Context: an optimization exercise on an open-source flow, tuned for a short achievable clock period and few clock cycles per item. The choices shown serve that exercise and are no tape-out recipe.
Only simulation tests tie the RTL to the original design; equivalence was not proved.

==> flow/design.v (outline; a module is shown in full before it is edited, if it fits) <==
// module mg_a21oi: 3 lines
// module mg_inv: 3 lines
// module mg_nand2: 3 lines
// module mg_nor2: 3 lines
// module mg_o21ai: 3 lines
// module mg_or2: 3 lines
// module mg_xnor2: 3 lines
// module mg_xor2: 3 lines
// module array_multiplier: 3507 lines
module array_multiplier (
	input  logic        clk,
	input  logic        reset,
	input  logic        in_valid,
	input  logic [15:0] x,
	input  logic [15:0] y,
	output logic        product_valid,
	output logic [31:0] product
);
  // ...
==> flow/run.sh <==
#!/bin/bash
# synth_recipe.tcl (not shown) runs the flow's synth.tcl, then flattens the netlist and writes it again
# the make line also repeats each setting of config.mk as NAME=value (left out here)
make -C /OpenROAD-flow-scripts/flow DESIGN_CONFIG=/design/flow/config.mk WORK_HOME=/design/flow/orfs CLKGATE_MAP_FILE= SYNTH_SCRIPT=/design/flow/synth_recipe.tcl finish
==> flow/config.mk <==
export PLATFORM = sky130hd
export DESIGN_NAME = array_multiplier
export DESIGN_NICKNAME = array_multiplier
export VERILOG_FILES = /design/flow/design.v
export SDC_FILE = /design/flow/constraint.sdc
export NUM_CORES = 4
export LEC_CHECK = 0
export CAP_MARGIN = 20
export CORE_MARGIN = 2
export CORE_UTILIZATION = 40
export SETUP_SLACK_MARGIN = 3.7
export SLEW_MARGIN = 20
export SYNTH_HIERARCHICAL = 1
==> flow/constraint.sdc <==
create_clock -name core_clock -period 6.0 [get_ports {clk}]
set_input_delay 1.2000 -clock core_clock [delete_from_list [all_inputs] [get_ports {clk}]]
set_output_delay 1.2000 -clock core_clock [all_outputs]
set_load 0.01 [all_outputs]
==> results by group, run 1 <==
Outcome
  – Outcome: timing/DRC/antenna clean

Synthesis
  – Syn nets: ~1,800
  – Post-synthesis mux area share: 0%
  – Primary FF master, synth: dfxtp_1
  – Post-Synth Simple-Gate Area: between 30% and 40%

Route
  – Via count: approximately 13,000
  – Initial DRC Count: just over 900

Clock tree
  – Worst-Skew Late Latency: 0.44 ns
  – TritonCTS clock tree: yes

Timing
  – Setup-failing EPs final: 0
  – Post-route minimum period: 2.60 ns

Worst setup path
  – Cell family with most CP delay: XOR/XNOR gates
  – Crit-path slowest cell: xor2_1
  – Setup crit start: y[5]
  – Critical Path Stages: 12
  – CP cell instances: buf_12 -> buf_16 -> buf_6 -> nand2_4 -> xor2_4 -> xor2_2 -> xor2_1 -> nand2_1 -> nand2_2 -> xor2_2 -> nand2_1 -> nand2_1

Global routing
  – Largest net degree at the start of global routing: 17
  – First-pass GRT wire length: slightly above 60,000 um

Final layout
  – Diode count: 0
  – Multi-input gate share of the layout cell area: around three fifths
  – Count of flip-flops and latches: around 160
  – Most frequent cells in the layout: 630 x nand2_1, 223 x xor2_2, 203 x buf_4

Floorplan
  – Row count: 63
  – TAP cells: just under 400

Worst hold path
  – Hold Path Origin: r1_n1575
  – Sink of the worst hold path: r2_n1575
Testbench counts, summed over its fixed seeds: cycles 6,392, products 3,200.
==> inputs of run 2 (changes only) <==
--- a/flow/design.v
+++ b/flow/design.v
@@ -665,6 +665,7 @@
 	logic w_n619;
 	logic w_n620;
 	logic w_n621;
+	logic r1_n621;
 	logic w_n622;
 	logic w_n623;
 	logic w_n624;
@@ -680,6 +681,7 @@
 	logic w_n634;
 	logic w_n635;
 	logic w_n636;
+	logic r1_n636;
 	logic w_n637;
 	logic w_n638;
 	logic w_n639;
@@ -693,6 +695,7 @@
 	logic w_n647;
 	logic w_n648;
 	logic w_n649;
+	logic r1_n649;
 	logic w_n650;
 	logic w_n651;
 	logic r1_n651;
@@ -709,6 +712,7 @@
 	logic w_n662;
 	logic w_n663;
 	logic w_n664;
+	logic r1_n664;
 	logic w_n665;
 	logic w_n666;
 	logic r1_n666;
@@ -725,6 +729,7 @@
 	logic w_n677;
 	logic w_n678;
 	logic w_n679;
+	logic r1_n679;
 	logic w_n680;
 	logic w_n681;
 	logic r1_n681;
@@ -743,6 +748,7 @@
 	logic w_n692;
 	logic w_n693;
 	logic w_n694;
+	logic r1_n694;
 	logic w_n695;
 	logic w_n696;
 	logic r1_n696;
@@ -761,6 +767,7 @@
 	logic w_n707;
 	logic w_n708;
 	logic w_n709;
+	logic r1_n709;
 	logic w_n710;
 	logic w_n711;
 	logic r1_n711;
@@ -811,9 +818,11 @@
 	logic w_n754;
 	logic w_n755;
 	logic w_n756;
+	logic r1_n756;
 	logic w_n757;
 	logic w_n758;
 	logic w_n759;
+	logic r1_n759;
 	logic w_n760;
 	logic w_n761;
 	logic w_n762;
@@ -898,6 +907,7 @@
 	logic w_n841;
 	logic w_n842;
 	logic w_n843;
+	logic r1_n843;
 	logic w_n844;
 	logic w_n845;
 	logic w_n846;
@@ -908,6 +918,7 @@
 	logic w_n851;
 	logic w_n852;
 	logic w_n853;
+	logic r1_n853;
 	logic w_n854;
 	logic w_n855;
 	logic w_n856;
@@ -919,6 +930,7 @@
 	logic w_n861;
 	logic w_n862;
 	logic w_n863;
+	logic r1_n863;
 	logic w_n864;
 	logic w_n865;
 	logic w_n866;
@@ -938,8 +950,8 @@
 	logic w_n878;
 	logic r1_n878;
 	logic w_n879;
+	logic r1_n879;
 	logic w_n880;
-	logic r1_n880;
 	logic w_n881;
 	logic w_n882;
 	logic w_n883;
@@ -952,8 +964,8 @@
 	logic w_n888;
 	logic r1_n888;
 	logic w_n889;
+	logic r1_n889;
 	logic w_n890;
-	logic r1_n890;
 	logic w_n891;
 	logic w_n892;
 	logic w_n893;
@@ -969,12 +981,13 @@
 	logic r1_n899;
 	logic w_n900;
 	logic w_n901;
+	logic r1_n901;
 	logic w_n902;
+	logic r1_n902;
 	logic w_n903;
-	logic r1_n903;
 	logic w_n904;
+	logic r1_n904;
 	logic w_n905;
-	logic r1_n905;
 	logic w_n906;
 	logic w_n907;
 	logic w_n908;
@@ -983,12 +996,13 @@
 	logic r1_n909;
 	logic w_n910;
 	logic w_n911;
+	logic r1_n911;
 	logic w_n912;
+	logic r1_n912;
 	logic w_n913;
-	logic r1_n913;
 	logic w_n914;
+	logic r1_n914;
 	logic w_n915;
-	logic r1_n915;
 	logic w_n916;
 	logic w_n917;
 	logic w_n918;
@@ -1001,8 +1015,8 @@
 	logic w_n922;
 	logic w_n923;
 	logic w_n924;
+	logic r1_n924;
 	logic w_n925;
-	logic r1_n925;
 	logic w_n926;
 	logic w_n927;
 	logic w_n928;
@@ -1013,8 +1027,8 @@
 	logic w_n932;
 	logic w_n933;
 	logic w_n934;
+	logic r1_n934;
 	logic w_n935;
-	logic r1_n935;
 	logic w_n936;
 	logic w_n937;
 	logic w_n938;
@@ -1025,8 +1039,8 @@
 	logic w_n942;
 	logic w_n943;
 	logic w_n944;
+	logic r1_n944;
 	logic w_n945;
-	logic r1_n945;
 	logic w_n946;
 	logic w_n947;
 	logic w_n948;
@@ -1049,9 +1063,10 @@
 	logic r1_n959;
 	logic w_n960;
 	logic w_n961;
+	logic r1_n961;
 	logic w_n962;
+	logic r1_n962;
 	logic w_n963;
-	logic r1_n963;
 	logic w_n964;
 	logic w_n965;
 	logic r1_n965;
@@ -1059,8 +1074,8 @@
 	logic w_n967;
 	logic w_n968;
 	logic w_n969;
+	logic r1_n969;
 	logic w_n970;
-	logic r1_n970;
 	logic w_n971;
 	logic w_n972;
 	logic w_n973;
@@ -1071,8 +1086,8 @@
 	logic w_n977;
 	logic w_n978;
 	logic w_n979;
+	logic r1_n979;
 	logic w_n980;
-	logic r1_n980;
 	logic w_n981;
 	logic w_n982;
 	logic w_n983;
@@ -1084,6 +1099,7 @@
 	logic w_n988;
 	logic w_n989;
 	logic w_n990;
+	logic r1_n990;
 	logic w_n991;
 	logic w_n992;
 	logic w_n993;
@@ -1095,6 +1111,7 @@
 	logic w_n998;
 	logic w_n999;
 	logic w_n1000;
+	logic r1_n1000;
 	logic w_n1001;
 	logic w_n1002;
 	logic w_n1003;
@@ -1153,22 +1170,22 @@
 	logic w_n1054;
 	logic w_n1055;
 	logic w_n1056;
+	logic r1_n1056;
 	logic w_n1057;
-	logic r1_n1057;
 	logic w_n1058;
 	logic w_n1059;
 	logic w_n1060;
 	logic r1_n1060;
 	logic w_n1061;
+	logic r1_n1061;
 	logic w_n1062;
-	logic r1_n1062;
 	logic w_n1063;
 	logic w_n1064;
 	logic w_n1065;
 	logic r1_n1065;
 	logic w_n1066;
+	logic r1_n1066;
 	logic w_n1067;
-	logic r1_n1067;
 	logic w_n1068;
 	logic w_n1069;
 	logic w_n1070;
@@ -1177,9 +1194,10 @@
 	logic r1_n1071;
 	logic w_n1072;
 	logic w_n1073;
+	logic r1_n1073;
 	logic w_n1074;
+	logic r1_n1074;
 	logic w_n1075;
-	logic r1_n1075;
 	logic w_n1076;
 	logic w_n1077;
 	logic w_n1078;
@@ -1234,15 +1252,15 @@
 	logic w_n1124;
 	logic w_n1125;
 	logic w_n1126;
+	logic r1_n1126;
 	logic w_n1127;
-	logic r1_n1127;
 	logic w_n1128;
 	logic w_n1129;
 	logic w_n1130;
 	logic r1_n1130;
 	logic w_n1131;
+	logic r1_n1131;
 	logic w_n1132;
-	logic r1_n1132;
 	logic w_n1133;
 	logic w_n1134;
 	logic w_n1135;
@@ -1259,6 +1277,7 @@
 	logic w_n1143;
 	logic w_n1144;
 	logic w_n1145;
+	logic r1_n1145;
 	logic w_n1146;
 	logic w_n1147;
 	logic w_n1148;
@@ -1286,8 +1305,10 @@
 	logic w_n1170;
 	logic w_n1171;
 	logic w_n1172;
+	logic r1_n1172;
 	logic w_n1173;
 	logic w_n1174;
+	logic r1_n1174;
 	logic w_n1175;
 	logic w_n1176;
 	logic w_n1177;
@@ -1303,9 +1324,10 @@
 	logic r1_n1183;
 	logic w_n1184;
 	logic w_n1185;
+	logic r1_n1185;
 	logic w_n1186;
+	logic r1_n1186;
 	logic w_n1187;
-	logic r1_n1187;
 	logic w_n1188;
 	logic r1_n1188;
 	logic w_n1189;
@@ -1401,8 +1423,8 @@
 	logic w_n1276;
 	logic w_n1277;
 	logic w_n1278;
+	logic r1_n1278;
 	logic w_n1279;
-	logic r1_n1279;
 	logic w_n1280;
 	logic w_n1281;
 	logic w_n1282;
@@ -1436,7 +1458,6 @@
 	logic w_n1303;
 	logic r1_n1303;
 	logic w_n1304;
-	logic r1_n1304;
 	logic w_n1305;
 	logic w_n1306;
 	logic w_n1307;
@@ -1459,6 +1480,7 @@
 	logic w_n1324;
 	logic w_n1325;
 	logic w_n1326;
+	logic r2_n1326;
 	logic w_n1327;
 	logic w_n1328;
 	logic r2_n1328;
@@ -1571,8 +1593,10 @@
 	logic r1_n1411;
 	logic w_n1412;
 	logic r1_n1412;
+	logic r2_n1412;
 	logic w_n1413;
 	logic r1_n1413;
+	logic r2_n1413;
 	logic w_n1414;
 	logic r1_n1414;
 	logic w_n1415;
@@ -1630,6 +1654,7 @@
 	logic w_n1467;
 	logic w_n1468;
 	logic r1_n1468;
+	logic r2_n1468;
 	logic w_n1469;
 	logic w_n1470;
 	logic w_n1471;
@@ -1679,75 +1704,100 @@
 	logic w_n1515;
 	logic w_n1516;
 	logic w_n1517;
+	logic r2_n1517;
 	logic w_n1518;
+	logic r2_n1518;
 	logic w_n1519;
 	logic r1_n1519;
 	logic w_n1520;
+	logic r2_n1520;
 	logic w_n1521;
 	logic r1_n1521;
 	logic w_n1522;
+	logic r2_n1522;
 	logic w_n1523;
+	logic r2_n1523;
 	logic w_n1524;
+	logic r2_n1524;
 	logic w_n1525;
 	logic w_n1526;
+	logic r2_n1526;
 	logic w_n1528;
 	logic w_n1529;
 	logic w_n1530;
+	logic r2_n1530;
 	logic w_n1531;
+	logic r2_n1531;
 	logic w_n1532;
+	logic r2_n1532;
 	logic w_n1533;
+	logic r2_n1533;
 	logic w_n1534;
+	logic r2_n1534;
 	logic w_n1535;
+	logic r2_n1535;
 	logic w_n1536;
+	logic r2_n1536;
 	logic w_n1537;
+	logic r2_n1537;
 	logic w_n1538;
+	logic r2_n1538;
 	logic w_n1539;
+	logic r2_n1539;
 	logic w_n1540;
+	logic r2_n1540;
 	logic w_n1541;
+	logic r2_n1541;
 	logic w_n1542;
+	logic r2_n1542;
 	logic w_n1543;
+	logic r2_n1543;
 	logic w_n1544;
+	logic r2_n1544;
 	logic w_n1545;
+	logic r2_n1545;
 	logic w_n1546;
+	logic r2_n1546;
 	logic w_n1547;
+	logic r2_n1547;
 	logic w_n1548;
+	logic r2_n1548;
 	logic w_n1549;
+	logic r2_n1549;
 	logic w_n1550;
+	logic r2_n1550;
 	logic w_n1551;
+	logic r2_n1551;
 	logic w_n1552;
+	logic r2_n1552;
 	logic w_n1553;
+	logic r2_n1553;
 	logic w_n1554;
+	logic r2_n1554;
 	logic w_n1555;
+	logic r2_n1555;
 	logic w_n1556;
 	logic r2_n1556;
 	logic w_n1557;
-	logic r2_n1557;
 	logic w_n1558;
-	logic r2_n1558;
 	logic w_n1559;
-	logic r2_n1559;
 	logic w_n1560;
+	logic r2_n1560;
 	logic w_n1561;
-	logic r2_n1561;
 	logic w_n1562;
+	logic r2_n1562;
 	logic w_n1563;
-	logic r2_n1563;
 	logic w_n1564;
+	logic r2_n1564;
 	logic w_n1565;
-	logic r2_n1565;
 	logic w_n1566;
+	logic r2_n1566;
 	logic w_n1567;
-	logic r2_n1567;
 	logic w_n1568;
-	logic r2_n1568;
 	logic w_n1569;
-	logic r2_n1569;
 	logic w_n1570;
-	logic r2_n1570;
 	logic w_n1571;
-	logic r2_n1571;
 	logic w_n1572;
-	logic r2_n1572;
 	logic w_n1573;
 	logic w_n1574;
 	logic r1_n1574;
@@ -1786,7 +1836,6 @@
 	logic w_n1589;
 	logic r2_n1589;
 	logic w_n1590;
-	logic r2_n1590;
 	logic w_n1591;
 	logic w_n1592;
 	logic w_n1593;
@@ -1801,7 +1850,6 @@
 	logic w_n1602;
 	logic w_n1603;
 	logic w_n1604;
-	logic r2_n1604;
 	mg_nand2 g_n32 (x[0], y[0], w_n32);
 	mg_nand2 g_n33 (x[0], y[1], w_n33);
 	mg_nand2 g_n34 (x[0], y[2], w_n34);
@@ -2650,7 +2698,7 @@
 	mg_nand2 g_n877 (w_n874, w_n604, w_n877);
 	mg_nand2 g_n878 (w_n876, w_n877, w_n878);
 	mg_xor2 g_n879 (w_n616, w_n609, w_n879);
-	mg_xor2 g_n880 (w_n879, w_n621, w_n880);
+	mg_xor2 g_n880 (r1_n879, r1_n621, w_n880);
 	mg_nand2 g_n881 (w_n616, w_n609, w_n881);
 	mg_nand2 g_n882 (w_n879, w_n621, w_n882);
 	mg_nand2 g_n883 (w_n881, w_n882, w_n883);
@@ -2660,7 +2708,7 @@
 	mg_nand2 g_n887 (w_n884, w_n619, w_n887);
 	mg_nand2 g_n888 (w_n886, w_n887, w_n888);
 	mg_xor2 g_n889 (w_n631, w_n624, w_n889);
-	mg_xor2 g_n890 (w_n889, w_n636, w_n890);
+	mg_xor2 g_n890 (r1_n889, r1_n636, w_n890);
 	mg_nand2 g_n891 (w_n631, w_n624, w_n891);
 	mg_nand2 g_n892 (w_n889, w_n636, w_n892);
 	mg_nand2 g_n893 (w_n891, w_n892, w_n893);
@@ -2673,9 +2721,9 @@
 	mg_xor2 g_n900 (r1_n899, r1_n651, w_n900);
 	mg_nand2 g_n901 (w_n639, w_n646, w_n901);
 	mg_nand2 g_n902 (w_n899, w_n651, w_n902);
-	mg_nand2 g_n903 (w_n901, w_n902, w_n903);
+	mg_nand2 g_n903 (r1_n901, r1_n902, w_n903);
 	mg_xor2 g_n904 (w_n644, w_n656, w_n904);
-	mg_xor2 g_n905 (w_n904, w_n649, w_n905);
+	mg_xor2 g_n905 (r1_n904, r1_n649, w_n905);
 	mg_nand2 g_n906 (w_n644, w_n656, w_n906);
 	mg_nand2 g_n907 (w_n904, w_n649, w_n907);
 	mg_nand2 g_n908 (w_n906, w_n907, w_n908);
@@ -2683,9 +2731,9 @@
 	mg_xor2 g_n910 (r1_n909, r1_n666, w_n910);
 	mg_nand2 g_n911 (w_n654, w_n661, w_n911);
 	mg_nand2 g_n912 (w_n909, w_n666, w_n912);
-	mg_nand2 g_n913 (w_n911, w_n912, w_n913);
+	mg_nand2 g_n913 (r1_n911, r1_n912, w_n913);
 	mg_xor2 g_n914 (w_n659, w_n671, w_n914);
-	mg_xor2 g_n915 (w_n914, w_n664, w_n915);
+	mg_xor2 g_n915 (r1_n914, r1_n664, w_n915);
 	mg_nand2 g_n916 (w_n659, w_n671, w_n916);
 	mg_nand2 g_n917 (w_n914, w_n664, w_n917);
 	mg_nand2 g_n918 (w_n916, w_n917, w_n918);
@@ -2695,7 +2743,7 @@
 	mg_nand2 g_n922 (r1_n919, r1_n681, w_n922);
 	mg_nand2 g_n923 (r1_n921, w_n922, w_n923);
 	mg_xor2 g_n924 (w_n674, w_n686, w_n924);
-	mg_xor2 g_n925 (w_n924, w_n679, w_n925);
+	mg_xor2 g_n925 (r1_n924, r1_n679, w_n925);
 	mg_nand2 g_n926 (w_n674, w_n686, w_n926);
 	mg_nand2 g_n927 (w_n924, w_n679, w_n927);
 	mg_nand2 g_n928 (w_n926, w_n927, w_n928);
@@ -2705,7 +2753,7 @@
 	mg_nand2 g_n932 (w_n929, r1_n696, w_n932);
 	mg_nand2 g_n933 (w_n931, w_n932, w_n933);
 	mg_xor2 g_n934 (w_n689, w_n701, w_n934);
-	mg_xor2 g_n935 (w_n934, w_n694, w_n935);
+	mg_xor2 g_n935 (r1_n934, r1_n694, w_n935);
 	mg_nand2 g_n936 (w_n689, w_n701, w_n936);
 	mg_nand2 g_n937 (w_n934, w_n694, w_n937);
 	mg_nand2 g_n938 (w_n936, w_n937, w_n938);
@@ -2715,7 +2763,7 @@
 	mg_nand2 g_n942 (w_n939, r1_n711, w_n942);
 	mg_nand2 g_n943 (w_n941, w_n942, w_n943);
 	mg_xor2 g_n944 (w_n704, w_n716, w_n944);
-	mg_xor2 g_n945 (w_n944, w_n709, w_n945);
+	mg_xor2 g_n945 (r1_n944, r1_n709, w_n945);
 	mg_nand2 g_n946 (w_n704, w_n716, w_n946);
 	mg_nand2 g_n947 (w_n944, w_n709, w_n947);
 	mg_nand2 g_n948 (w_n946, w_n947, w_n948);
@@ -2733,14 +2781,14 @@
 	mg_xor2 g_n960 (r1_n959, r1_n729, w_n960);
 	mg_nand2 g_n961 (w_n724, w_n741, w_n961);
 	mg_nand2 g_n962 (w_n959, w_n729, w_n962);
-	mg_nand2 g_n963 (w_n961, w_n962, w_n963);
+	mg_nand2 g_n963 (r1_n961, r1_n962, w_n963);
 	mg_xor2 g_n964 (w_n746, w_n734, w_n964);
 	mg_xor2 g_n965 (w_n964, w_n739, w_n965);
 	mg_nand2 g_n966 (w_n746, w_n734, w_n966);
 	mg_nand2 g_n967 (w_n964, w_n739, w_n967);
 	mg_nand2 g_n968 (w_n966, w_n967, w_n968);
 	mg_xor2 g_n969 (w_n751, w_n744, w_n969);
-	mg_xor2 g_n970 (w_n969, w_n756, w_n970);
+	mg_xor2 g_n970 (r1_n969, r1_n756, w_n970);
 	mg_nand2 g_n971 (w_n751, w_n744, w_n971);
 	mg_nand2 g_n972 (w_n969, w_n756, w_n972);
 	mg_nand2 g_n973 (w_n971, w_n972, w_n973);
@@ -2750,7 +2798,7 @@
 	mg_nand2 g_n977 (w_n974, w_n766, w_n977);
 	mg_nand2 g_n978 (w_n976, w_n977, w_n978);
 	mg_xor2 g_n979 (w_n754, w_n771, w_n979);
-	mg_xor2 g_n980 (w_n979, w_n759, w_n980);
+	mg_xor2 g_n980 (r1_n979, r1_n759, w_n980);
 	mg_nand2 g_n981 (w_n754, w_n771, w_n981);
 	mg_nand2 g_n982 (w_n979, w_n759, w_n982);
 	mg_nand2 g_n983 (w_n981, w_n982, w_n983);
@@ -2827,17 +2875,17 @@
 	mg_nand2 g_n1054 (w_n1051, w_n835, w_n1054);
 	mg_nand2 g_n1055 (w_n1053, w_n1054, w_n1055);
 	mg_xor2 g_n1056 (w_n838, w_n845, w_n1056);
-	mg_xor2 g_n1057 (w_n1056, w_n843, w_n1057);
+	mg_xor2 g_n1057 (r1_n1056, r1_n843, w_n1057);
 	mg_nand2 g_n1058 (w_n838, w_n845, w_n1058);
 	mg_nand2 g_n1059 (w_n1056, w_n843, w_n1059);
 	mg_nand2 g_n1060 (w_n1058, w_n1059, w_n1060);
 	mg_xor2 g_n1061 (w_n848, w_n855, w_n1061);
-	mg_xor2 g_n1062 (w_n1061, w_n853, w_n1062);
+	mg_xor2 g_n1062 (r1_n1061, r1_n853, w_n1062);
 	mg_nand2 g_n1063 (w_n848, w_n855, w_n1063);
 	mg_nand2 g_n1064 (w_n1061, w_n853, w_n1064);
 	mg_nand2 g_n1065 (w_n1063, w_n1064, w_n1065);
 	mg_xor2 g_n1066 (w_n858, w_n865, w_n1066);
-	mg_xor2 g_n1067 (w_n1066, w_n863, w_n1067);
+	mg_xor2 g_n1067 (r1_n1066, r1_n863, w_n1067);
 	mg_nand2 g_n1068 (w_n858, w_n865, w_n1068);
 	mg_nand2 g_n1069 (w_n1066, w_n863, w_n1069);
 	mg_nand2 g_n1070 (w_n1068, w_n1069, w_n1070);
@@ -2845,7 +2893,7 @@
 	mg_xor2 g_n1072 (r1_n1071, r1_n873, w_n1072);
 	mg_nand2 g_n1073 (w_n868, w_n875, w_n1073);
 	mg_nand2 g_n1074 (w_n1071, w_n873, w_n1074);
-	mg_nand2 g_n1075 (w_n1073, w_n1074, w_n1075);
+	mg_nand2 g_n1075 (r1_n1073, r1_n1074, w_n1075);
 	mg_xor2 g_n1076 (r1_n878, r1_n885, w_n1076);
 	mg_xor2 g_n1077 (w_n1076, r1_n883, w_n1077);
 	mg_nand2 g_n1078 (w_n878, w_n885, w_n1078);
@@ -2856,29 +2904,29 @@
 	mg_nand2 g_n1083 (r1_n888, r1_n895, w_n1083);
 	mg_nand2 g_n1084 (w_n1081, r1_n893, w_n1084);
 	mg_nand2 g_n1085 (w_n1083, w_n1084, w_n1085);
-	mg_xor2 g_n1086 (r1_n898, r1_n905, w_n1086);
-	mg_xor2 g_n1087 (w_n1086, r1_n903, w_n1087);
-	mg_nand2 g_n1088 (r1_n898, r1_n905, w_n1088);
-	mg_nand2 g_n1089 (w_n1086, r1_n903, w_n1089);
+	mg_xor2 g_n1086 (r1_n898, w_n903, w_n1086);
+	mg_xor2 g_n1087 (w_n1086, w_n905, w_n1087);
+	mg_nand2 g_n1088 (r1_n898, w_n903, w_n1088);
+	mg_nand2 g_n1089 (w_n1086, w_n905, w_n1089);
 	mg_nand2 g_n1090 (w_n1088, w_n1089, w_n1090);
-	mg_xor2 g_n1091 (r1_n908, r1_n915, w_n1091);
-	mg_xor2 g_n1092 (w_n1091, r1_n913, w_n1092);
-	mg_nand2 g_n1093 (r1_n908, r1_n915, w_n1093);
-	mg_nand2 g_n1094 (w_n1091, r1_n913, w_n1094);
+	mg_xor2 g_n1091 (r1_n908, w_n913, w_n1091);
+	mg_xor2 g_n1092 (w_n1091, w_n915, w_n1092);
+	mg_nand2 g_n1093 (r1_n908, w_n913, w_n1093);
+	mg_nand2 g_n1094 (w_n1091, w_n915, w_n1094);
 	mg_nand2 g_n1095 (w_n1093, w_n1094, w_n1095);
-	mg_xor2 g_n1096 (r1_n918, r1_n925, w_n1096);
-	mg_xor2 g_n1097 (w_n1096, w_n923, w_n1097);
-	mg_nand2 g_n1098 (r1_n918, r1_n925, w_n1098);
-	mg_nand2 g_n1099 (w_n1096, w_n923, w_n1099);
+	mg_xor2 g_n1096 (r1_n918, w_n923, w_n1096);
+	mg_xor2 g_n1097 (w_n1096, w_n925, w_n1097);
+	mg_nand2 g_n1098 (r1_n918, w_n923, w_n1098);
+	mg_nand2 g_n1099 (w_n1096, w_n925, w_n1099);
 	mg_nand2 g_n1100 (w_n1098, w_n1099, w_n1100);
-	mg_xor2 g_n1101 (r1_n928, r1_n935, w_n1101);
+	mg_xor2 g_n1101 (r1_n928, w_n935, w_n1101);
 	mg_xor2 g_n1102 (w_n1101, w_n933, w_n1102);
-	mg_nand2 g_n1103 (r1_n928, r1_n935, w_n1103);
+	mg_nand2 g_n1103 (r1_n928, w_n935, w_n1103);
 	mg_nand2 g_n1104 (w_n1101, w_n933, w_n1104);
 	mg_nand2 g_n1105 (w_n1103, w_n1104, w_n1105);
-	mg_xor2 g_n1106 (r1_n938, r1_n945, w_n1106);
+	mg_xor2 g_n1106 (r1_n938, w_n945, w_n1106);
 	mg_xor2 g_n1107 (w_n1106, w_n950, w_n1107);
-	mg_nand2 g_n1108 (r1_n938, r1_n945, w_n1108);
+	mg_nand2 g_n1108 (r1_n938, w_n945, w_n1108);
 	mg_nand2 g_n1109 (w_n1106, w_n950, w_n1109);
 	mg_nand2 g_n1110 (w_n1108, w_n1109, w_n1110);
 	mg_xor2 g_n1111 (r1_n955, r1_n948, w_n1111);
@@ -2887,9 +2935,9 @@
 	mg_nand2 g_n1114 (w_n1111, w_n953, w_n1114);
 	mg_nand2 g_n1115 (w_n1113, w_n1114, w_n1115);
 	mg_xor2 g_n1116 (r1_n965, r1_n958, w_n1116);
-	mg_xor2 g_n1117 (w_n1116, r1_n970, w_n1117);
+	mg_xor2 g_n1117 (w_n1116, w_n963, w_n1117);
 	mg_nand2 g_n1118 (r1_n965, r1_n958, w_n1118);
-	mg_nand2 g_n1119 (w_n1116, r1_n970, w_n1119);
+	mg_nand2 g_n1119 (w_n1116, w_n963, w_n1119);
 	mg_nand2 g_n1120 (w_n1118, w_n1119, w_n1120);
 	mg_xor2 g_n1121 (w_n975, w_n968, w_n1121);
 	mg_xor2 g_n1122 (r1_n1121, r1_n973, w_n1122);
@@ -2897,12 +2945,12 @@
 	mg_nand2 g_n1124 (r1_n1121, r1_n973, w_n1124);
 	mg_nand2 g_n1125 (r1_n1123, w_n1124, w_n1125);
 	mg_xor2 g_n1126 (w_n985, w_n978, w_n1126);
-	mg_xor2 g_n1127 (w_n1126, w_n990, w_n1127);
+	mg_xor2 g_n1127 (r1_n1126, r1_n990, w_n1127);
 	mg_nand2 g_n1128 (w_n985, w_n978, w_n1128);
 	mg_nand2 g_n1129 (w_n1126, w_n990, w_n1129);
 	mg_nand2 g_n1130 (w_n1128, w_n1129, w_n1130);
 	mg_xor2 g_n1131 (w_n988, w_n995, w_n1131);
-	mg_xor2 g_n1132 (w_n1131, w_n1000, w_n1132);
+	mg_xor2 g_n1132 (r1_n1131, r1_n1000, w_n1132);
 	mg_nand2 g_n1133 (w_n988, w_n995, w_n1133);
 	mg_nand2 g_n1134 (w_n1131, w_n1000, w_n1134);
 	mg_nand2 g_n1135 (w_n1133, w_n1134, w_n1135);
@@ -2957,30 +3005,30 @@
 	mg_xor2 g_n1184 (r1_n1183, r1_n1052, w_n1184);
 	mg_nand2 g_n1185 (w_n1050, w_n840, w_n1185);
 	mg_nand2 g_n1186 (w_n1183, w_n1052, w_n1186);
-	mg_nand2 g_n1187 (w_n1185, w_n1186, w_n1187);
+	mg_nand2 g_n1187 (r1_n1185, r1_n1186, w_n1187);
 	mg_xor2 g_n1188 (w_n850, w_n1055, w_n1188);
-	mg_xor2 g_n1189 (r1_n1188, r1_n1057, w_n1189);
+	mg_xor2 g_n1189 (r1_n1188, w_n1057, w_n1189);
 	mg_nand2 g_n1190 (w_n850, w_n1055, w_n1190);
-	mg_nand2 g_n1191 (r1_n1188, r1_n1057, w_n1191);
+	mg_nand2 g_n1191 (r1_n1188, w_n1057, w_n1191);
 	mg_nand2 g_n1192 (r1_n1190, w_n1191, w_n1192);
 	mg_xor2 g_n1193 (r1_n860, r1_n1060, w_n1193);
-	mg_xor2 g_n1194 (w_n1193, r1_n1062, w_n1194);
+	mg_xor2 g_n1194 (w_n1193, w_n1062, w_n1194);
 	mg_nand2 g_n1195 (r1_n860, r1_n1060, w_n1195);
-	mg_nand2 g_n1196 (w_n1193, r1_n1062, w_n1196);
+	mg_nand2 g_n1196 (w_n1193, w_n1062, w_n1196);
 	mg_nand2 g_n1197 (w_n1195, w_n1196, w_n1197);
 	mg_xor2 g_n1198 (r1_n870, r1_n1065, w_n1198);
-	mg_xor2 g_n1199 (w_n1198, r1_n1067, w_n1199);
+	mg_xor2 g_n1199 (w_n1198, w_n1067, w_n1199);
 	mg_nand2 g_n1200 (r1_n870, r1_n1065, w_n1200);
-	mg_nand2 g_n1201 (w_n1198, r1_n1067, w_n1201);
+	mg_nand2 g_n1201 (w_n1198, w_n1067, w_n1201);
 	mg_nand2 g_n1202 (w_n1200, w_n1201, w_n1202);
-	mg_xor2 g_n1203 (r1_n1070, r1_n880, w_n1203);
-	mg_xor2 g_n1204 (w_n1203, w_n1072, w_n1204);
-	mg_nand2 g_n1205 (r1_n1070, r1_n880, w_n1205);
-	mg_nand2 g_n1206 (w_n1203, w_n1072, w_n1206);
+	mg_xor2 g_n1203 (r1_n1070, w_n1072, w_n1203);
+	mg_xor2 g_n1204 (w_n1203, w_n880, w_n1204);
+	mg_nand2 g_n1205 (r1_n1070, w_n1072, w_n1205);
+	mg_nand2 g_n1206 (w_n1203, w_n880, w_n1206);
 	mg_nand2 g_n1207 (w_n1205, w_n1206, w_n1207);
-	mg_xor2 g_n1208 (r1_n890, r1_n1075, w_n1208);
+	mg_xor2 g_n1208 (w_n1075, w_n890, w_n1208);
 	mg_xor2 g_n1209 (w_n1208, w_n1077, w_n1209);
-	mg_nand2 g_n1210 (r1_n890, r1_n1075, w_n1210);
+	mg_nand2 g_n1210 (w_n1075, w_n890, w_n1210);
 	mg_nand2 g_n1211 (w_n1208, w_n1077, w_n1211);
 	mg_nand2 g_n1212 (w_n1210, w_n1211, w_n1212);
 	mg_xor2 g_n1213 (w_n900, w_n1080, w_n1213);
@@ -2998,45 +3046,45 @@
 	mg_nand2 g_n1225 (w_n920, w_n1090, w_n1225);
 	mg_nand2 g_n1226 (w_n1223, w_n1092, w_n1226);
 	mg_nand2 g_n1227 (w_n1225, w_n1226, w_n1227);
-	mg_xor2 g_n1228 (w_n1095, w_n1097, w_n1228);
-	mg_xor2 g_n1229 (w_n1228, w_n930, w_n1229);
-	mg_nand2 g_n1230 (w_n1095, w_n1097, w_n1230);
-	mg_nand2 g_n1231 (w_n1228, w_n930, w_n1231);
+	mg_xor2 g_n1228 (w_n930, w_n1095, w_n1228);
+	mg_xor2 g_n1229 (w_n1228, w_n1097, w_n1229);
+	mg_nand2 g_n1230 (w_n930, w_n1095, w_n1230);
+	mg_nand2 g_n1231 (w_n1228, w_n1097, w_n1231);
 	mg_nand2 g_n1232 (w_n1230, w_n1231, w_n1232);
-	mg_xor2 g_n1233 (w_n1100, w_n940, w_n1233);
+	mg_xor2 g_n1233 (w_n940, w_n1100, w_n1233);
 	mg_xor2 g_n1234 (w_n1233, w_n1102, w_n1234);
-	mg_nand2 g_n1235 (w_n1100, w_n940, w_n1235);
+	mg_nand2 g_n1235 (w_n940, w_n1100, w_n1235);
 	mg_nand2 g_n1236 (w_n1233, w_n1102, w_n1236);
 	mg_nand2 g_n1237 (w_n1235, w_n1236, w_n1237);
-	mg_xor2 g_n1238 (w_n943, w_n1107, w_n1238);
-	mg_xor2 g_n1239 (w_n1238, w_n1105, w_n1239);
-	mg_nand2 g_n1240 (w_n943, w_n1107, w_n1240);
-	mg_nand2 g_n1241 (w_n1238, w_n1105, w_n1241);
+	mg_xor2 g_n1238 (w_n943, w_n1105, w_n1238);
+	mg_xor2 g_n1239 (w_n1238, w_n1107, w_n1239);
+	mg_nand2 g_n1240 (w_n943, w_n1105, w_n1240);
+	mg_nand2 g_n1241 (w_n1238, w_n1107, w_n1241);
 	mg_nand2 g_n1242 (w_n1240, w_n1241, w_n1242);
-	mg_xor2 g_n1243 (w_n960, w_n1110, w_n1243);
-	mg_xor2 g_n1244 (w_n1243, w_n1112, w_n1244);
-	mg_nand2 g_n1245 (w_n960, w_n1110, w_n1245);
-	mg_nand2 g_n1246 (w_n1243, w_n1112, w_n1246);
+	mg_xor2 g_n1243 (w_n960, w_n1112, w_n1243);
+	mg_xor2 g_n1244 (w_n1243, w_n1110, w_n1244);
+	mg_nand2 g_n1245 (w_n960, w_n1112, w_n1245);
+	mg_nand2 g_n1246 (w_n1243, w_n1110, w_n1246);
 	mg_nand2 g_n1247 (w_n1245, w_n1246, w_n1247);
-	mg_xor2 g_n1248 (r1_n963, w_n1115, w_n1248);
+	mg_xor2 g_n1248 (w_n970, w_n1115, w_n1248);
 	mg_xor2 g_n1249 (w_n1248, w_n1117, w_n1249);
-	mg_nand2 g_n1250 (r1_n963, w_n1115, w_n1250);
+	mg_nand2 g_n1250 (w_n970, w_n1115, w_n1250);
 	mg_nand2 g_n1251 (w_n1248, w_n1117, w_n1251);
 	mg_nand2 g_n1252 (w_n1250, w_n1251, w_n1252);
-	mg_xor2 g_n1253 (r1_n980, w_n1122, w_n1253);
+	mg_xor2 g_n1253 (w_n1122, w_n980, w_n1253);
 	mg_xor2 g_n1254 (w_n1253, w_n1120, w_n1254);
-	mg_nand2 g_n1255 (r1_n980, w_n1122, w_n1255);
+	mg_nand2 g_n1255 (w_n1122, w_n980, w_n1255);
 	mg_nand2 g_n1256 (w_n1253, w_n1120, w_n1256);
 	mg_nand2 g_n1257 (w_n1255, w_n1256, w_n1257);
-	mg_xor2 g_n1258 (r1_n983, r1_n1127, w_n1258);
-	mg_xor2 g_n1259 (w_n1258, w_n1125, w_n1259);
-	mg_nand2 g_n1260 (r1_n983, r1_n1127, w_n1260);
-	mg_nand2 g_n1261 (w_n1258, w_n1125, w_n1261);
+	mg_xor2 g_n1258 (r1_n983, w_n1125, w_n1258);
+	mg_xor2 g_n1259 (w_n1258, w_n1127, w_n1259);
+	mg_nand2 g_n1260 (r1_n983, w_n1125, w_n1260);
+	mg_nand2 g_n1261 (w_n1258, w_n1127, w_n1261);
 	mg_nand2 g_n1262 (w_n1260, w_n1261, w_n1262);
 	mg_xor2 g_n1263 (r1_n993, r1_n1130, w_n1263);
-	mg_xor2 g_n1264 (w_n1263, r1_n1132, w_n1264);
+	mg_xor2 g_n1264 (w_n1263, w_n1132, w_n1264);
 	mg_nand2 g_n1265 (r1_n993, r1_n1130, w_n1265);
-	mg_nand2 g_n1266 (w_n1263, r1_n1132, w_n1266);
+	mg_nand2 g_n1266 (w_n1263, w_n1132, w_n1266);
 	mg_nand2 g_n1267 (w_n1265, w_n1266, w_n1267);
 	mg_xor2 g_n1268 (r1_n1003, r1_n1137, w_n1268);
 	mg_xor2 g_n1269 (w_n1268, r1_n1135, w_n1269);
@@ -3049,7 +3097,7 @@
 	mg_nand2 g_n1276 (r1_n1273, r1_n1140, w_n1276);
 	mg_nand2 g_n1277 (r1_n1275, w_n1276, w_n1277);
 	mg_xor2 g_n1278 (w_n1023, w_n1147, w_n1278);
-	mg_xor2 g_n1279 (w_n1278, w_n1145, w_n1279);
+	mg_xor2 g_n1279 (r1_n1278, r1_n1145, w_n1279);
 	mg_nand2 g_n1280 (w_n1023, w_n1147, w_n1280);
 	mg_nand2 g_n1281 (w_n1278, w_n1145, w_n1281);
 	mg_nand2 g_n1282 (w_n1280, w_n1281, w_n1282);
@@ -3074,13 +3122,13 @@
 	mg_nor2 g_n1301 (w_n1169, w_n1167, w_n1301);
 	mg_xor2 g_n1302 (w_n1169, w_n1167, w_n1302);
 	mg_nor2 g_n1303 (w_n1174, w_n1172, w_n1303);
-	mg_xor2 g_n1304 (w_n1174, w_n1172, w_n1304);
+	mg_xor2 g_n1304 (r1_n1174, r1_n1172, w_n1304);
 	mg_nor2 g_n1305 (r1_n1179, r1_n1177, w_n1305);
 	mg_xor2 g_n1306 (r1_n1179, r1_n1177, w_n1306);
 	mg_nor2 g_n1307 (w_n1184, r1_n1182, w_n1307);
 	mg_xor2 g_n1308 (w_n1184, r1_n1182, w_n1308);
-	mg_nor2 g_n1309 (w_n1189, r1_n1187, w_n1309);
-	mg_xor2 g_n1310 (w_n1189, r1_n1187, w_n1310);
+	mg_nor2 g_n1309 (w_n1189, w_n1187, w_n1309);
+	mg_xor2 g_n1310 (w_n1189, w_n1187, w_n1310);
 	mg_nor2 g_n1311 (w_n1194, w_n1192, w_n1311);
 	mg_xor2 g_n1312 (w_n1194, w_n1192, w_n1312);
 	mg_nor2 g_n1313 (w_n1199, w_n1197, w_n1313);
@@ -3115,8 +3163,8 @@
 	mg_xor2 g_n1342 (w_n1269, w_n1267, w_n1342);
 	mg_nor2 g_n1343 (w_n1274, w_n1272, w_n1343);
 	mg_xor2 g_n1344 (w_n1274, w_n1272, w_n1344);
-	mg_nor2 g_n1345 (r1_n1279, w_n1277, w_n1345);
-	mg_xor2 g_n1346 (r1_n1279, w_n1277, w_n1346);
+	mg_nor2 g_n1345 (w_n1279, w_n1277, w_n1345);
+	mg_xor2 g_n1346 (w_n1279, w_n1277, w_n1346);
 	mg_nor2 g_n1347 (r1_n1284, r1_n1282, w_n1347);
 	mg_xor2 g_n1348 (r1_n1284, r1_n1282, w_n1348);
 	mg_nor2 g_n1349 (w_n1289, w_n1287, w_n1349);
@@ -3131,10 +3179,10 @@
 	mg_nand2 g_n1358 (w_n1300, w_n1298, w_n1358);
 	mg_a21oi g_n1359 (w_n1302, w_n1299, w_n1301, w_n1359);
 	mg_nand2 g_n1360 (w_n1302, w_n1300, w_n1360);
-	mg_a21oi g_n1361 (r1_n1304, r1_n1301, r1_n1303, w_n1361);
-	mg_nand2 g_n1362 (r1_n1304, r1_n1302, w_n1362);
+	mg_a21oi g_n1361 (w_n1304, r1_n1301, r1_n1303, w_n1361);
+	mg_nand2 g_n1362 (w_n1304, r1_n1302, w_n1362);
 	mg_a21oi g_n1363 (w_n1306, r1_n1303, w_n1305, w_n1363);
-	mg_nand2 g_n1364 (w_n1306, r1_n1304, w_n1364);
+	mg_nand2 g_n1364 (w_n1306, w_n1304, w_n1364);
 	mg_a21oi g_n1365 (w_n1308, w_n1305, w_n1307, w_n1365);
 	mg_nand2 g_n1366 (w_n1308, w_n1306, w_n1366);
 	mg_a21oi g_n1367 (w_n1310, w_n1307, w_n1309, w_n1367);
@@ -3326,29 +3374,29 @@
 	mg_o21ai g_n1554 (w_n1516, w_n1499, w_n1515, w_n1554);
 	mg_nor2 g_n1555 (w_n1516, w_n1500, w_n1555);
 	mg_a21oi g_n1556 (w_n1529, r1_n1293, w_n1528, w_n1556);
-	mg_a21oi g_n1557 (w_n1531, r1_n1468, w_n1530, w_n1557);
-	mg_a21oi g_n1558 (w_n1533, r1_n1412, w_n1532, w_n1558);
-	mg_a21oi g_n1559 (w_n1535, r1_n1413, w_n1534, w_n1559);
+	mg_a21oi g_n1557 (r2_n1531, r2_n1468, r2_n1530, w_n1557);
+	mg_a21oi g_n1558 (r2_n1533, r2_n1412, r2_n1532, w_n1558);
+	mg_a21oi g_n1559 (r2_n1535, r2_n1413, r2_n1534, w_n1559);
 	mg_inv g_n1560 (w_n1467, w_n1560);
-	mg_a21oi g_n1561 (w_n1537, w_n1560, w_n1536, w_n1561);
+	mg_a21oi g_n1561 (r2_n1537, r2_n1560, r2_n1536, w_n1561);
 	mg_inv g_n1562 (w_n1469, w_n1562);
-	mg_a21oi g_n1563 (w_n1539, w_n1562, w_n1538, w_n1563);
+	mg_a21oi g_n1563 (r2_n1539, r2_n1562, r2_n1538, w_n1563);
 	mg_inv g_n1564 (w_n1470, w_n1564);
-	mg_a21oi g_n1565 (w_n1541, w_n1564, w_n1540, w_n1565);
+	mg_a21oi g_n1565 (r2_n1541, r2_n1564, r2_n1540, w_n1565);
 	mg_inv g_n1566 (w_n1471, w_n1566);
-	mg_a21oi g_n1567 (w_n1543, w_n1566, w_n1542, w_n1567);
-	mg_a21oi g_n1568 (w_n1545, w_n1517, w_n1544, w_n1568);
-	mg_a21oi g_n1569 (w_n1547, w_n1518, w_n1546, w_n1569);
-	mg_a21oi g_n1570 (w_n1549, w_n1520, w_n1548, w_n1570);
-	mg_a21oi g_n1571 (w_n1551, w_n1522, w_n1550, w_n1571);
-	mg_a21oi g_n1572 (w_n1553, w_n1523, w_n1552, w_n1572);
-	mg_a21oi g_n1573 (w_n1555, w_n1524, w_n1554, w_n1573);
+	mg_a21oi g_n1567 (r2_n1543, r2_n1566, r2_n1542, w_n1567);
+	mg_a21oi g_n1568 (r2_n1545, r2_n1517, r2_n1544, w_n1568);
+	mg_a21oi g_n1569 (r2_n1547, r2_n1518, r2_n1546, w_n1569);
+	mg_a21oi g_n1570 (r2_n1549, r2_n1520, r2_n1548, w_n1570);
+	mg_a21oi g_n1571 (r2_n1551, r2_n1522, r2_n1550, w_n1571);
+	mg_a21oi g_n1572 (r2_n1553, r2_n1523, r2_n1552, w_n1572);
+	mg_a21oi g_n1573 (r2_n1555, r2_n1524, r2_n1554, w_n1573);
 	mg_inv g_n1574 (w_n32, w_n1574);
 	mg_xor2 g_n1575 (w_n1296, w_n1293, w_n1575);
 	mg_xnor2 g_n1576 (w_n1298, w_n1353, w_n1576);
 	mg_xor2 g_n1577 (w_n1300, w_n1412, w_n1577);
 	mg_xor2 g_n1578 (r1_n1302, r1_n1413, w_n1578);
-	mg_xnor2 g_n1579 (r1_n1304, w_n1467, w_n1579);
+	mg_xnor2 g_n1579 (w_n1304, w_n1467, w_n1579);
 	mg_xnor2 g_n1580 (w_n1306, w_n1469, w_n1580);
 	mg_xnor2 g_n1581 (w_n1308, w_n1470, w_n1581);
 	mg_xnor2 g_n1582 (w_n1310, w_n1471, w_n1582);
@@ -3359,102 +3407,124 @@
 	mg_xor2 g_n1587 (w_n1320, w_n1523, w_n1587);
 	mg_xor2 g_n1588 (w_n1322, w_n1524, w_n1588);
 	mg_xor2 g_n1589 (w_n1324, w_n1525, w_n1589);
-	mg_xor2 g_n1590 (w_n1326, w_n1526, w_n1590);
+	mg_xor2 g_n1590 (r2_n1326, r2_n1526, w_n1590);
 	mg_xnor2 g_n1591 (r2_n1328, r2_n1556, w_n1591);
-	mg_xnor2 g_n1592 (r2_n1330, r2_n1557, w_n1592);
-	mg_xnor2 g_n1593 (r2_n1332, r2_n1558, w_n1593);
-	mg_xnor2 g_n1594 (r2_n1334, r2_n1559, w_n1594);
-	mg_xnor2 g_n1595 (r2_n1336, r2_n1561, w_n1595);
-	mg_xnor2 g_n1596 (r2_n1338, r2_n1563, w_n1596);
-	mg_xnor2 g_n1597 (r2_n1340, r2_n1565, w_n1597);
-	mg_xnor2 g_n1598 (r2_n1342, r2_n1567, w_n1598);
-	mg_xnor2 g_n1599 (r2_n1344, r2_n1568, w_n1599);
-	mg_xnor2 g_n1600 (r2_n1346, r2_n1569, w_n1600);
-	mg_xnor2 g_n1601 (r2_n1348, r2_n1570, w_n1601);
-	mg_xnor2 g_n1602 (r2_n1350, r2_n1571, w_n1602);
-	mg_xnor2 g_n1603 (r2_n1352, r2_n1572, w_n1603);
+	mg_xnor2 g_n1592 (r2_n1330, w_n1557, w_n1592);
+	mg_xnor2 g_n1593 (r2_n1332, w_n1558, w_n1593);
+	mg_xnor2 g_n1594 (r2_n1334, w_n1559, w_n1594);
+	mg_xnor2 g_n1595 (r2_n1336, w_n1561, w_n1595);
+	mg_xnor2 g_n1596 (r2_n1338, w_n1563, w_n1596);
+	mg_xnor2 g_n1597 (r2_n1340, w_n1565, w_n1597);
+	mg_xnor2 g_n1598 (r2_n1342, w_n1567, w_n1598);
+	mg_xnor2 g_n1599 (r2_n1344, w_n1568, w_n1599);
+	mg_xnor2 g_n1600 (r2_n1346, w_n1569, w_n1600);
+	mg_xnor2 g_n1601 (r2_n1348, w_n1570, w_n1601);
+	mg_xnor2 g_n1602 (r2_n1350, w_n1571, w_n1602);
+	mg_xnor2 g_n1603 (r2_n1352, w_n1572, w_n1603);
 	mg_inv g_n1604 (w_n1573, w_n1604);
 	always_ff @(posedge clk) begin
+		r1_n621 <= w_n621;
+		r1_n636 <= w_n636;
+		r1_n649 <= w_n649;
 		r1_n651 <= w_n651;
+		r1_n664 <= w_n664;
 		r1_n666 <= w_n666;
+		r1_n679 <= w_n679;
 		r1_n681 <= w_n681;
 		r1_n684 <= w_n684;
 		r1_n691 <= w_n691;
+		r1_n694 <= w_n694;
 		r1_n696 <= w_n696;
 		r1_n699 <= w_n699;
 		r1_n706 <= w_n706;
+		r1_n709 <= w_n709;
 		r1_n711 <= w_n711;
 		r1_n714 <= w_n714;
 		r1_n729 <= w_n729;
+		r1_n756 <= w_n756;
+		r1_n759 <= w_n759;
+		r1_n843 <= w_n843;
+		r1_n853 <= w_n853;
 		r1_n860 <= w_n860;
+		r1_n863 <= w_n863;
 		r1_n870 <= w_n870;
 		r1_n873 <= w_n873;
 		r1_n878 <= w_n878;
-		r1_n880 <= w_n880;
+		r1_n879 <= w_n879;
 		r1_n883 <= w_n883;
 		r1_n885 <= w_n885;
 		r1_n888 <= w_n888;
-		r1_n890 <= w_n890;
+		r1_n889 <= w_n889;
 		r1_n893 <= w_n893;
 		r1_n895 <= w_n895;
 		r1_n898 <= w_n898;
 		r1_n899 <= w_n899;
-		r1_n903 <= w_n903;
-		r1_n905 <= w_n905;
+		r1_n901 <= w_n901;
+		r1_n902 <= w_n902;
+		r1_n904 <= w_n904;
 		r1_n908 <= w_n908;
 		r1_n909 <= w_n909;
-		r1_n913 <= w_n913;
-		r1_n915 <= w_n915;
+		r1_n911 <= w_n911;
+		r1_n912 <= w_n912;
+		r1_n914 <= w_n914;
 		r1_n918 <= w_n918;
 		r1_n919 <= w_n919;
 		r1_n921 <= w_n921;
-		r1_n925 <= w_n925;
+		r1_n924 <= w_n924;
 		r1_n928 <= w_n928;
-		r1_n935 <= w_n935;
+		r1_n934 <= w_n934;
 		r1_n938 <= w_n938;
-		r1_n945 <= w_n945;
+		r1_n944 <= w_n944;
 		r1_n948 <= w_n948;
 		r1_n949 <= w_n949;
 		r1_n951 <= w_n951;
 		r1_n955 <= w_n955;
 		r1_n958 <= w_n958;
 		r1_n959 <= w_n959;
-		r1_n963 <= w_n963;
+		r1_n961 <= w_n961;
+		r1_n962 <= w_n962;
 		r1_n965 <= w_n965;
-		r1_n970 <= w_n970;
+		r1_n969 <= w_n969;
 		r1_n973 <= w_n973;
-		r1_n980 <= w_n980;
+		r1_n979 <= w_n979;
 		r1_n983 <= w_n983;
+		r1_n990 <= w_n990;
 		r1_n993 <= w_n993;
+		r1_n1000 <= w_n1000;
 		r1_n1003 <= w_n1003;
 		r1_n1052 <= w_n1052;
-		r1_n1057 <= w_n1057;
+		r1_n1056 <= w_n1056;
 		r1_n1060 <= w_n1060;
-		r1_n1062 <= w_n1062;
+		r1_n1061 <= w_n1061;
 		r1_n1065 <= w_n1065;
-		r1_n1067 <= w_n1067;
+		r1_n1066 <= w_n1066;
 		r1_n1070 <= w_n1070;
 		r1_n1071 <= w_n1071;
-		r1_n1075 <= w_n1075;
+		r1_n1073 <= w_n1073;
+		r1_n1074 <= w_n1074;
 		r1_n1078 <= w_n1078;
 		r1_n1121 <= w_n1121;
 		r1_n1123 <= w_n1123;
-		r1_n1127 <= w_n1127;
+		r1_n1126 <= w_n1126;
 		r1_n1130 <= w_n1130;
-		r1_n1132 <= w_n1132;
+		r1_n1131 <= w_n1131;
 		r1_n1135 <= w_n1135;
 		r1_n1137 <= w_n1137;
 		r1_n1140 <= w_n1140;
+		r1_n1145 <= w_n1145;
+		r1_n1172 <= w_n1172;
+		r1_n1174 <= w_n1174;
 		r1_n1177 <= w_n1177;
 		r1_n1179 <= w_n1179;
 		r1_n1182 <= w_n1182;
 		r1_n1183 <= w_n1183;
-		r1_n1187 <= w_n1187;
+		r1_n1185 <= w_n1185;
+		r1_n1186 <= w_n1186;
 		r1_n1188 <= w_n1188;
 		r1_n1190 <= w_n1190;
 		r1_n1273 <= w_n1273;
 		r1_n1275 <= w_n1275;
-		r1_n1279 <= w_n1279;
+		r1_n1278 <= w_n1278;
 		r1_n1282 <= w_n1282;
 		r1_n1284 <= w_n1284;
 		r1_n1293 <= w_n1293;
@@ -3463,7 +3533,7 @@
 		r1_n1301 <= w_n1301;
 		r1_n1302 <= w_n1302;
 		r1_n1303 <= w_n1303;
-		r1_n1304 <= w_n1304;
+		r2_n1326 <= w_n1326;
 		r2_n1328 <= w_n1328;
 		r2_n1330 <= w_n1330;
 		r2_n1332 <= w_n1332;
@@ -3490,24 +3560,52 @@
 		r1_n1409 <= w_n1409;
 		r1_n1411 <= w_n1411;
 		r1_n1412 <= w_n1412;
+		r2_n1412 <= r1_n1412;
 		r1_n1413 <= w_n1413;
+		r2_n1413 <= r1_n1413;
 		r1_n1414 <= w_n1414;
 		r1_n1468 <= w_n1468;
+		r2_n1468 <= r1_n1468;
+		r2_n1517 <= w_n1517;
+		r2_n1518 <= w_n1518;
 		r1_n1519 <= w_n1519;
+		r2_n1520 <= w_n1520;
 		r1_n1521 <= w_n1521;
+		r2_n1522 <= w_n1522;
+		r2_n1523 <= w_n1523;
+		r2_n1524 <= w_n1524;
+		r2_n1526 <= w_n1526;
+		r2_n1530 <= w_n1530;
+		r2_n1531 <= w_n1531;
+		r2_n1532 <= w_n1532;
+		r2_n1533 <= w_n1533;
+		r2_n1534 <= w_n1534;
+		r2_n1535 <= w_n1535;
+		r2_n1536 <= w_n1536;
+		r2_n1537 <= w_n1537;
+		r2_n1538 <= w_n1538;
+		r2_n1539 <= w_n1539;
+		r2_n1540 <= w_n1540;
+		r2_n1541 <= w_n1541;
+		r2_n1542 <= w_n1542;
+		r2_n1543 <= w_n1543;
+		r2_n1544 <= w_n1544;
+		r2_n1545 <= w_n1545;
+		r2_n1546 <= w_n1546;
+		r2_n1547 <= w_n1547;
+		r2_n1548 <= w_n1548;
+		r2_n1549 <= w_n1549;
+		r2_n1550 <= w_n1550;
+		r2_n1551 <= w_n1551;
+		r2_n1552 <= w_n1552;
+		r2_n1553 <= w_n1553;
+		r2_n1554 <= w_n1554;
+		r2_n1555 <= w_n1555;
 		r2_n1556 <= w_n1556;
-		r2_n1557 <= w_n1557;
-		r2_n1558 <= w_n1558;
-		r2_n1559 <= w_n1559;
-		r2_n1561 <= w_n1561;
-		r2_n1563 <= w_n1563;
-		r2_n1565 <= w_n1565;
-		r2_n1567 <= w_n1567;
-		r2_n1568 <= w_n1568;
-		r2_n1569 <= w_n1569;
-		r2_n1570 <= w_n1570;
-		r2_n1571 <= w_n1571;
-		r2_n1572 <= w_n1572;
+		r2_n1560 <= w_n1560;
+		r2_n1562 <= w_n1562;
+		r2_n1564 <= w_n1564;
+		r2_n1566 <= w_n1566;
 		r1_n1574 <= w_n1574;
 		r2_n1574 <= r1_n1574;
 		r1_n1575 <= w_n1575;
@@ -3528,8 +3626,6 @@
 		r2_n1587 <= w_n1587;
 		r2_n1588 <= w_n1588;
 		r2_n1589 <= w_n1589;
-		r2_n1590 <= w_n1590;
-		r2_n1604 <= w_n1604;
 	end
 	assign product[0] = r2_n1574;
 	assign product[1] = r2_n1294;
@@ -3548,7 +3644,7 @@
 	assign product[14] = r2_n1587;
 	assign product[15] = r2_n1588;
 	assign product[16] = r2_n1589;
-	assign product[17] = r2_n1590;
+	assign product[17] = w_n1590;
 	assign product[18] = w_n1591;
 	assign product[19] = w_n1592;
 	assign product[20] = w_n1593;
@@ -3562,6 +3658,6 @@
 	assign product[28] = w_n1601;
 	assign product[29] = w_n1602;
 	assign product[30] = w_n1603;
-	assign product[31] = r2_n1604;
+	assign product[31] = w_n1604;
 endmodule
 `default_nettype wire
--- a/flow/config.mk
+++ b/flow/config.mk
@@ -8,6 +8,6 @@
 export CAP_MARGIN = 20
 export CORE_MARGIN = 2
 export CORE_UTILIZATION = 40
-export SETUP_SLACK_MARGIN = 3.7
+export SETUP_SLACK_MARGIN = 3.5
 export SLEW_MARGIN = 20
 export SYNTH_HIERARCHICAL = 1
==> run 2 against run 1 <==
Compared with the run above: fmax grew 3.2%; still clean; critical endpoint is now product[26]; cell count shrank 6.4%; via count shrank 16%.
==> results by group, run 2 <==
Timing
  – Post-route minimum period: 2.52 ns (-0.0802 ns)
  – Measured slew at the worst slew-check pin: 0.503 ns
  – Unrepaired setup endpoints after global routing: true
  – Setup TNS: 0 ns
  – Endpoints failing hold: 0
  – Tcrit/Tclk final: around 42%
  – Fin. max-slew vios: 0
  – Max-slew headroom: around two thirds
  – Clock Skew: 0.0200 ns
  – Fmax: approximately 0.40 GHz
  – Setup-failing EPs final: 0 (unchanged)

Final layout
  – Filler cells: between 3,000 and 4,000
  – Number of flip-flops in the largest register: 2
  – Syn-to-layout area delta: 23.2%
  – Diode count: 0 (unchanged)
  – Most frequent cells in the layout: 872 x nand2_1, 340 x xor2_1, 197 x dfxtp_1
  – Most common cell after layout, fill and taps aside: nand2_1
  – Largest Register: valid_pipe
  – Final nets: 1,945
  – Share of cells above drive strength 1: approximately 17%
  – Final Cell Area: between 15,000 and 20,000 um^2

Route
  – Via count: 11,000 (-16%)
  – Vias per cell: 4.65
  – Total Wirelength: ~34,000 um
  – Post-route ant nets: 0
  – DRT Pass-1 Iters: 7
  – DRC: 0
  – Initial DRC Count: 497 (-45%)
  – Wirelength per Cell: 14.3 um

Global routing
  – GR Util All Layers: roughly a fifth
  – Largest net degree at the start of global routing: 17 (unchanged)
  – First-pass GRT wire length: 52,400 um (-14%)
  – Initial antenna violation count: 0
  – Vias in the first global route: around 10,000
  – Global route total overflow: 0

Synthesis
  – Area leader, netlist: dfxtp_1
  – Top post-synthesis cells by area: dfxtp_1 31%, xor2_1 29%, nand2_1 26%
  – Syn_area_per_cell: 7.19 um^2
  – Syn nets: 1,842 (+2.7%)
  – Sequential area share after synthesis: a little under a third
  – Commonest cells post-synth: 891 x nand2_1, 431 x xor2_1, 204 x dfxtp_1
  – Post-synth ARST share: 0%
  – Top-count cell post-synth: nand2_1
  – Mapped Cells: 1,807
  – Synth top area share: between 30% and 40%
  – Yosys cell types: 11
  – Post-Syn Area: 13,000 um^2
  – Synth warnings: 7
  – Post-synth EDFFs: 0
  – Primary FF master, synth: dfxtp_1
  – Number of synthesized register bits: a little over 200

Placement
  – IO buf count: 67
  – Post-DP HPWL: between 20,000 and 25,000 um
  – Dpl cell area: between 10,000 and 15,000 um^2
  – GPL Wtd Cong: 0.860

Clock tree
  – Clock-pin slew on the worst setup and hold paths: approximately 0.06 ns
  – H-Tree Level Count: 1
  – Clock Sinks: 204
  – Hold-fix buffers, CTS: 0
  – Total CTS buffers: 23
  – Worst-Skew Late Latency: 0.53 ns (+0.09 ns)
  – Clock root buffer master: clkbuf_16
  – TritonCTS clock tree: yes
  – Clock Tree Buf Depth: 3

Floorplan
  – Die H: about 180 um
  – Core Region: approximately 32,000 um^2
  – Row count: 65 (+3.2%)
  – Full die area: 33,900 um^2
  – Die Width: approximately 180 um
  – Initial Utilization: between 40% and 50%
  – I/O pin cnt: between 60 and 70

Worst setup path
  – WP data required: between 4 and 5 ns
  – R2R Setup Slk: roughly 3.6 ns
  – Kind of critical path: reg -> out
  – Critical Path Fanout Max: 1
  – Worst Setup End Kind: primary output
  – Arrival @ worst endpoint: around 1.3 ns
  – CP Launch Type: flop

Outcome
  – Outcome: timing/DRC/antenna clean

Worst hold path
  – Worst hold path class: reg -> reg

Job
  – Max cap viols: 0
-- run 2: cell count changes after synthesis, sizes merged --
cell and change:
dfxtp +48
-- run 2: area by class of cell --
class	instances	area, um^2	area share, %
Sequential cell	204	4090	25.6
Inverter	10	37.5	0.234
Clock inverter	8	134	0.836
Tap cell	435	544	3.40
Timing Repair Buffer	110	967	6.04
Clock buffer	32	649	4.06
Multi-Input combinational cell	1561	9580	59.9
-- run 2: per-module statistics from Yosys, one instance, submodules excluded, excerpt --
module | times used | flip-flops and latches | cell area (um^2)
mg_xor2 | 431 | 0 | 8.76
array_multiplier | 1 | 204 | 4340
mg_xnor2 | 33 | 0 | 8.76
mg_inv | 10 | 0 | 3.75
mg_o21ai | 50 | 0 | 5.00
mg_nand2 | 891 | 0 | 3.75
mg_or2 | 15 | 0 | 6.26
-- run 2: timing repair --
item / in CTS / in global routing
setup endpoints to repair: 191 / 116
endpoints found under the hold margin: 0 / 0
gates resized for setup: 293 / 145
gates cloned: 1 / 0
buffers inserted: 15 / 23
pin swaps: 34 / 71
-- run 2: path summary, 6_finish.rpt --
path | start | to | cells after the start
max | r2_n1517 | product[26] | 3
min | r1_n1294 | r2_n1294 | 0
max reg2reg | r1_n934 | r2_n1547 | 10
min reg2reg | r1_n1294 | r2_n1294 | 0
-- run 2: cells by family (layout without fill, tap and decap cells) --
kind of cell | count (synthesis) | after routing | synth area share, %
compound gates | 119 | 119 | 6.58
xor+xnor | 464 | 464 | 31.3
buf+inv | 42 | 160 | 2.14
flops | 204 | 204 | 31.4
simple gates | 978 | 978 | 28.6
-- run 2: metal layers --
metal	part of all wire [%]	track usage [%]	vias to the layer above	wire length, um
li1	-	-	5693	-
met1	48	26.9	5030	16000
met2	47	33.3	214	15700
met3	3.9	2.02	40	1300
met4	1.7	3.87	0	566
met5	0	0	-	0
-- run 2: critical path, cell delays in order, from the launching register on --
cell and delay [ns]:
dfxtp_2 0.33, a21oi_4 0.19, xnor2_1 0.13, buf_2 0.15
-- run 2: stage by stage --
step	std cells	utilization, %	hold slack [ns]	worst slack, ns
CTS	2337	47.4	0.318	3.44
detailed placement	2281	44.2	0.317	1.96
floorplan	1807	-	0.310	3.41
finish	2360	50.3	0.320	3.48
global route	2360	50.3	0.335	3.41
global placement	2281	44.2	0.311	2.00
Testbench counts of run 2, summed over its fixed seeds: cycles 6,392, products 3,200.

==> afterwards: timing with drivers on the ports <==
How much do the figures lean on ideal ports? The routed layouts below were timed once more, with nothing changed but the port constraints.
Step 1 assumes that a clkbuf_16 drives the clock port and a buf_2 every other input.
Step 2 moves the port delays by t, midway between the first and last clock arrival at a register: inputs arrive t later, outputs are due t later. That takes back most of the time a late clock gives input paths.
Slacks: no drivers / after step 1 / after step 2; pairs: no drivers / after step 1.
run	t, ns	setup slack, ns	worst hold slack (ns)	worst slew at a driven data input, ns	cell pins on the clock port's net
run 1	0.480	3.397 / 3.335 / 2.855	0.327 / 0.327 / 0.327	0.21	1
run 2	0.560	3.477 / 3.435 / 3.008	0.320 / 0.320 / 0.320	0.04	1
After both steps setup and hold are still met in every run listed. The setup slack of run 1, which loses most, moves by -0.062 ns with the drivers and by -0.542 ns with both steps.
